Background: an optimization exercise with open tools, aiming at small area. Do not read the settings as production practice. Only simulation tests tie the RTL to the original design; equivalence was not proved. No activity file was given, so power comes from the tool's default toggle rates.

==> 01-01 <==
## cpu
module cpu (
    input  logic                 clk,
    input  logic                 reset,
    output logic [32-1:0] iaddr,
    input  logic [32-1:0] idata,
    output logic [32-1:0] daddr,
    input  logic [32-1:0] drdata,
    output logic [32-1:0] dwdata,
    output logic [3:0]           dwe
);
    logic [3:0]  cnt;         
    logic        clr;         
    logic [2:0]  ph;
    logic        r2;
    logic        ph0;
    logic        ph7;
    assign ph  = cnt[2:0];
    assign r2  = cnt[3];
    assign ph0 = (ph == 3'd0);
    assign ph7 = (ph == 3'd7);
    always_ff @(posedge clk) begin
        if (reset) begin
            cnt <= 4'd0;
            clr <= 1'b1;
        end else begin
            cnt <= {cnt[3] ^ (&cnt[2:0] & ~clr), cnt[2:0] + 3'd1};
            if (ph7) clr <= 1'b0;
        end
    end
    logic [6:0] opc;
    logic [2:0] f3;
    logic [6:0] f7;
    logic       ok_f7;
    logic       is_op, is_opimm, is_alu, is_load, is_store, is_branch;
    logic       is_lui, is_auipc, is_jal, is_jalr;
    logic       is_shift, is_slt, is_sub, is_logic;
    logic       right;
    assign opc = idata[6:0];
    assign f3  = idata[14:12];
    assign f7  = idata[31:25];
    assign ok_f7     = (f7 == 7'b0000000) ||
                       (f7 == 7'b0100000 && (f3 == 3'b000 || f3 == 3'b101));
    assign is_op     = (opc == 7'b0110011) && ok_f7;
    assign is_opimm  = (opc == 7'b0010011) && (f3[1:0] != 2'b01 || ok_f7);
    assign is_alu    = is_op | is_opimm;
    assign is_load   = (opc == 7'b0000011) && (f3 == 3'b010);
    assign is_store  = (opc == 7'b0100011) && (f3 == 3'b010);
    assign is_branch = (opc == 7'b1100011) && (f3[2:1] != 2'b01);
    assign is_lui    = (opc == 7'b0110111);
    assign is_auipc  = (opc == 7'b0010111);
    assign is_jal    = (opc == 7'b1101111);
  ...
Settings: LEC_CHECK=0, CAP_MARGIN=20, CORE_MARGIN=2, CORE_UTILIZATION=60, CTS_BUF_LIST=sky130_fd_sc_hd__clkbuf_8, CTS_CLUSTER_DIAMETER=40, CTS_CLUSTER_SIZE=20, SLEW_MARGIN=20; clock period 9.5 ns.
run.sh (not shown) runs the stock make flow with config.mk's settings and CLKGATE_MAP_FILE= SYNTH_SCRIPT=/design/flow/synth_recipe.tcl, a recipe that flattens the netlist after the stock synthesis.
==> 08-27: changes against 01-01 <==
--- a/flow/design.v
+++ b/flow/design.v
@@ -1,5 +1,24 @@
+`timescale 1ns/1ps
+module nibble_sel (
+    input  logic [31:0] v,
+    input  logic [2:0]  ph,
+    output logic [3:0]  o
+);
+    always_comb begin
+        case (ph)
+            3'd0:    o = v[3:0];
+            3'd1:    o = v[7:4];
+            3'd2:    o = v[11:8];
+            3'd3:    o = v[15:12];
+            3'd4:    o = v[19:16];
+            3'd5:    o = v[23:20];
+            3'd6:    o = v[27:24];
+            default: o = v[31:28];
+        endcase
+    end
+endmodule
 `timescale 1ns/1ps
 module register_file (
     input  logic       clk,
     input  logic       clr,       
     input  logic [4:0] raddr1,
@@ -24,10 +43,51 @@
             assign heads[4*r +: 4] = q[3:0];
         end
     endgenerate
     assign rdata1 = heads[{raddr1, 2'b00} +: 4];
     assign rdata2 = heads[{raddr2, 2'b00} +: 4];
+endmodule
+`timescale 1ns/1ps
+module shifter (
+    input  logic [31:0] s,        
+    input  logic [4:0]  shamt,
+    input  logic        right,
+    output logic [3:0]  o
+);
+    logic [2:0] sel;
+    assign sel = right ? shamt[4:2] : ~shamt[4:2];
+    always_comb begin
+        case (sel)
+            3'd0:    o = s[3:0];
+            3'd1:    o = s[7:4];
+            3'd2:    o = s[11:8];
+            3'd3:    o = s[15:12];
+            3'd4:    o = s[19:16];
+            3'd5:    o = s[23:20];
+            3'd6:    o = s[27:24];
+            default: o = s[31:28];
+        endcase
+    end
+endmodule
+module funnel (
+    input  logic [7:0] w,         
+    input  logic [1:0] r,
+    input  logic       right,
+    output logic [3:0] o
+);
+    always_comb begin
+        case ({right, r})
+            3'b100:  o = w[3:0];
+            3'b101:  o = w[4:1];
+            3'b110:  o = w[5:2];
+            3'b111:  o = w[6:3];
+            3'b000:  o = w[7:4];
+            3'b001:  o = w[6:3];
+            3'b010:  o = w[5:2];
+            default: o = w[4:1];
+        endcase
+    end
 endmodule
 `timescale 1ns/1ps
 module cpu (
     input  logic                 clk,
     input  logic                 reset,
@@ -109,12 +169,12 @@
     logic [3:0]  p;           
     logic [3:0]  im;          
     logic [3:0]  four;
     logic [31:0] pc32;
     assign pc32 = {pc, 1'b0};
-    assign p    = pc32[{ph, 2'b00} +: 4];
-    assign im   = imm[{ph, 2'b00} +: 4];
+    nibble_sel u_psel (.v(pc32), .ph(ph), .o(p));
+    nibble_sel u_isel (.v(imm),  .ph(ph), .o(im));
     assign four = ph0 ? 4'b0100 : 4'b0000;
     logic       rf_we;
     logic [3:0] rf_wd;
     register_file u_regfile (
         .clk    (clk),
@@ -169,37 +229,42 @@
     end
     always_ff @(posedge clk) begin
         if (~r2 & ph0) shamt[3:0] <= y[3:0];
         if (~r2 & (ph == 3'd1)) shamt[4] <= y[0];
     end
+    logic [3:0]  src;         
+    logic [3:0]  prv;         
+    logic [3:0]  fill;
+    logic [3:0]  fun;
     logic [3:0]  t_in;
-    logic [3:0]  fill;
     logic        t_load;
-    assign fill   = {4{f7[5] & t[31]}};
+    assign fill   = {4{f7[5] & prv[3]}};
+    assign src    = r2 ? (right ? fill : a) : (right ? a : 4'b0);
     assign t_load = r2 & ph0 & is_load;
-    always_comb begin
-        if (~r2)
-            t_in = is_store ? b : (right ? a : 4'b0);
-        else
-            t_in = right ? fill : a;
-    end
+    always_ff @(posedge clk) begin
+        prv <= src;
+    end
+    funnel u_funnel (
+        .w     ({src, prv}),
+        .r     (shamt[1:0]),
+        .right (right),
+        .o     (fun)
+    );
+    assign t_in = (~r2 & is_store) ? b : fun;
     always_ff @(posedge clk) begin
         if (t_load)
             t <= {drdata[3:0], drdata[31:4]};
         else
             t <= {t_in, t[31:4]};
     end
-    logic [35:0] s;
-    logic [2:0]  idx;
-    logic [2:0]  off;
-    logic [7:0]  win;
-    logic [3:0]  sh_out;
-    assign s   = {t_in, t};
-    assign idx = right ? shamt[4:2] : ~shamt[4:2];
-    assign off = right ? {1'b0, shamt[1:0]} : (3'd4 - {1'b0, shamt[1:0]});
-    assign win = s[{idx, 2'b00} +: 8];
-    assign sh_out = win[off +: 4];
+    logic [3:0] sh_out;
+    shifter u_shifter (
+        .s     ({t_in, t[31:4]}),
+        .shamt (shamt),
+        .right (right),
+        .o     (sh_out)
+    );
     logic [3:0] lg;
     always_comb begin
         case (f3[1:0])
             2'b00:   lg = a ^ y;
             2'b10:   lg = a | y;
==> flow/flow/run.sh (new file) <==
#!/bin/bash
# Standard ORFS layout with three changes:
#  - the combinational logic of the standard synthesis is re-mapped for area
#    (registers untouched), see resynth.ys
#  - the smallest buffer on the ports
#  - no CTS dummy loads
set -euo pipefail
HERE=$(pwd)
R=$HERE/orfs/results/${FLOW_PLATFORM}/cpu/base
LIB=$FLOW_HOME/platforms/${FLOW_PLATFORM}/lib/sky130_fd_sc_hd__tt_025C_1v80.lib
export BUFFER_PORTS_ARGS="-buffer_cell sky130_fd_sc_hd__buf_1"
export CTS_ARGS="-sink_clustering_enable -repair_clock_nets -dont_use_dummy_load -buf_list sky130_fd_sc_hd__clkbuf_16 -sink_clustering_size 30 -sink_clustering_max_diameter 60"

bash standard.sh synth > log_standard_synth.log 2>&1
cp "$R/1_2_yosys.v" "$HERE/std_synth.v"
sed -e "s#@LIB@#$LIB#g" -e "s#@IN@#$HERE/std_synth.v#" -e "s#@OUT@#$HERE/resynth.v#" \
    -e "s#@TOP@#$FLOW_TOP#g" -e "s#@SCRIPT@#$HERE/flow/resynth.abc#" -e "s#@STAT@#$HERE/resynth_stat.txt#" \
    flow/resynth.ys > resynth_run.ys
yosys -s resynth_run.ys > log_resynth.log 2>&1
cp "$HERE/resynth.v" "$R/1_2_yosys.v"
rm -f "$R/1_synth.odb" "$R/1_synth.sdc"
bash standard.sh > log_standard_finish.log 2>&1
==> flow/flow/resynth.abc (new file) <==
strash
&get -n
&deepsyn -T 60
&nf -R 1000
&put
topo
==> flow/flow/resynth.ys (new file) <==
# Re-map the combinational logic of the standard synthesis for area.
# Registers stay as they are: same instances, names and cell types.
read_liberty -ignore_miss_func @LIB@
read_verilog @IN@
hierarchy -top @TOP@
setattr -mod -set keep_hierarchy 1 sky130_fd_sc_hd__df* sky130_fd_sc_hd__edf* sky130_fd_sc_hd__sdf* sky130_fd_sc_hd__dl* sky130_fd_sc_hd__conb_1
flatten
delete t:$scopeinfo
blackbox sky130_fd_sc_hd__df* sky130_fd_sc_hd__edf* sky130_fd_sc_hd__sdf* sky130_fd_sc_hd__dl* sky130_fd_sc_hd__conb_1
opt_clean -purge
select @TOP@
abc -liberty @LIB@ -dont_use *probe* -dont_use *lpflow* -script @SCRIPT@
select -clear
opt_clean -purge
hilomap -singleton -hicell sky130_fd_sc_hd__conb_1 HI -locell sky130_fd_sc_hd__conb_1 LO
insbuf -buf sky130_fd_sc_hd__buf_4 A X
check -mapped
tee -o @STAT@ stat -liberty @LIB@
write_verilog -noattr -nohex -nodec @OUT@
==> flow/standard.sh (new file) <==
#!/bin/bash
# synth_recipe.tcl (not shown) runs the flow's synth.tcl, then flattens the netlist and writes it again
# the make line also repeats each setting of config.mk as NAME=value (left out here)
make -C /OpenROAD-flow-scripts/flow DESIGN_CONFIG=/design/flow/config.mk WORK_HOME=/design/flow/orfs CLKGATE_MAP_FILE= SYNTH_SCRIPT=/design/flow/synth_recipe.tcl "${@:-finish}"
- ABC_AREA: not set -> 1
- CORE_UTILIZATION: 60 -> 50
- CTS_BUF_LIST: sky130_fd_sc_hd__clkbuf_8 -> not set
- CTS_CLUSTER_DIAMETER: 40 -> not set
- CTS_CLUSTER_SIZE: 20 -> not set
removed: flow/run.sh
==> 06-12: changes against 01-01 <==
- CORE_UTILIZATION: 60 -> 40
- CTS_BUF_LIST: sky130_fd_sc_hd__clkbuf_8 -> not set
- CTS_CLUSTER_DIAMETER: 40 -> not set
- CTS_CLUSTER_SIZE: 20 -> not set
==> summary of the runs <==
Of 01-01 and 08-27, 08-27 has the higher flip-flop and latch count (gap 4). Sequential share of layout area, highest first: 08-27, 01-01, 06-12. In 01-01 the clock power is larger than in 08-27, by about 37%. The lowest clock skew belongs to 06-12, the highest to 01-01. Non-clock buffer count: 08-27 is lower than 01-01 (15). The lowest utilization belongs to 06-12, the highest to 01-01.

## port drivers added, routing unchanged
The flow's constraints put no driver on any port. The routed layouts listed below were extracted and timed again, unchanged, in two steps.
Step 1 assumes that a clkbuf_16 drives the clock port and a buf_2 every other input.
Step 2 adds t to the input delays and takes it off the output delays; t is the mean of the earliest and latest rising clock arrival at the registers after step 1. Input paths then give back, and output paths get back, about the clock's delay inside the block.
Three values: ideal ports, drivers, drivers and shift; two values: the first two.
| run | shift t [ns] | setup slack, ns | worst setup path at the end | slew at the worst register clock pin (ns) |
|---|---|---|---|---|
| 01-01 | 0.772 | 2.099 / 2.133 / 1.361 | input to register | 0.11 / 0.11 |
| 08-27 | 0.665 | 2.613 / 2.623 / 1.957 | input to register | 0.11 / 0.11 |
| 06-12 | 0.721 | 2.241 / 2.274 / 1.553 | input to register | 0.07 / 0.07 |
After both steps every run listed still meets setup and hold. For 01-01, which loses most, drivers alone change the setup slack by +0.034 ns; drivers and shift together by -0.738 ns.
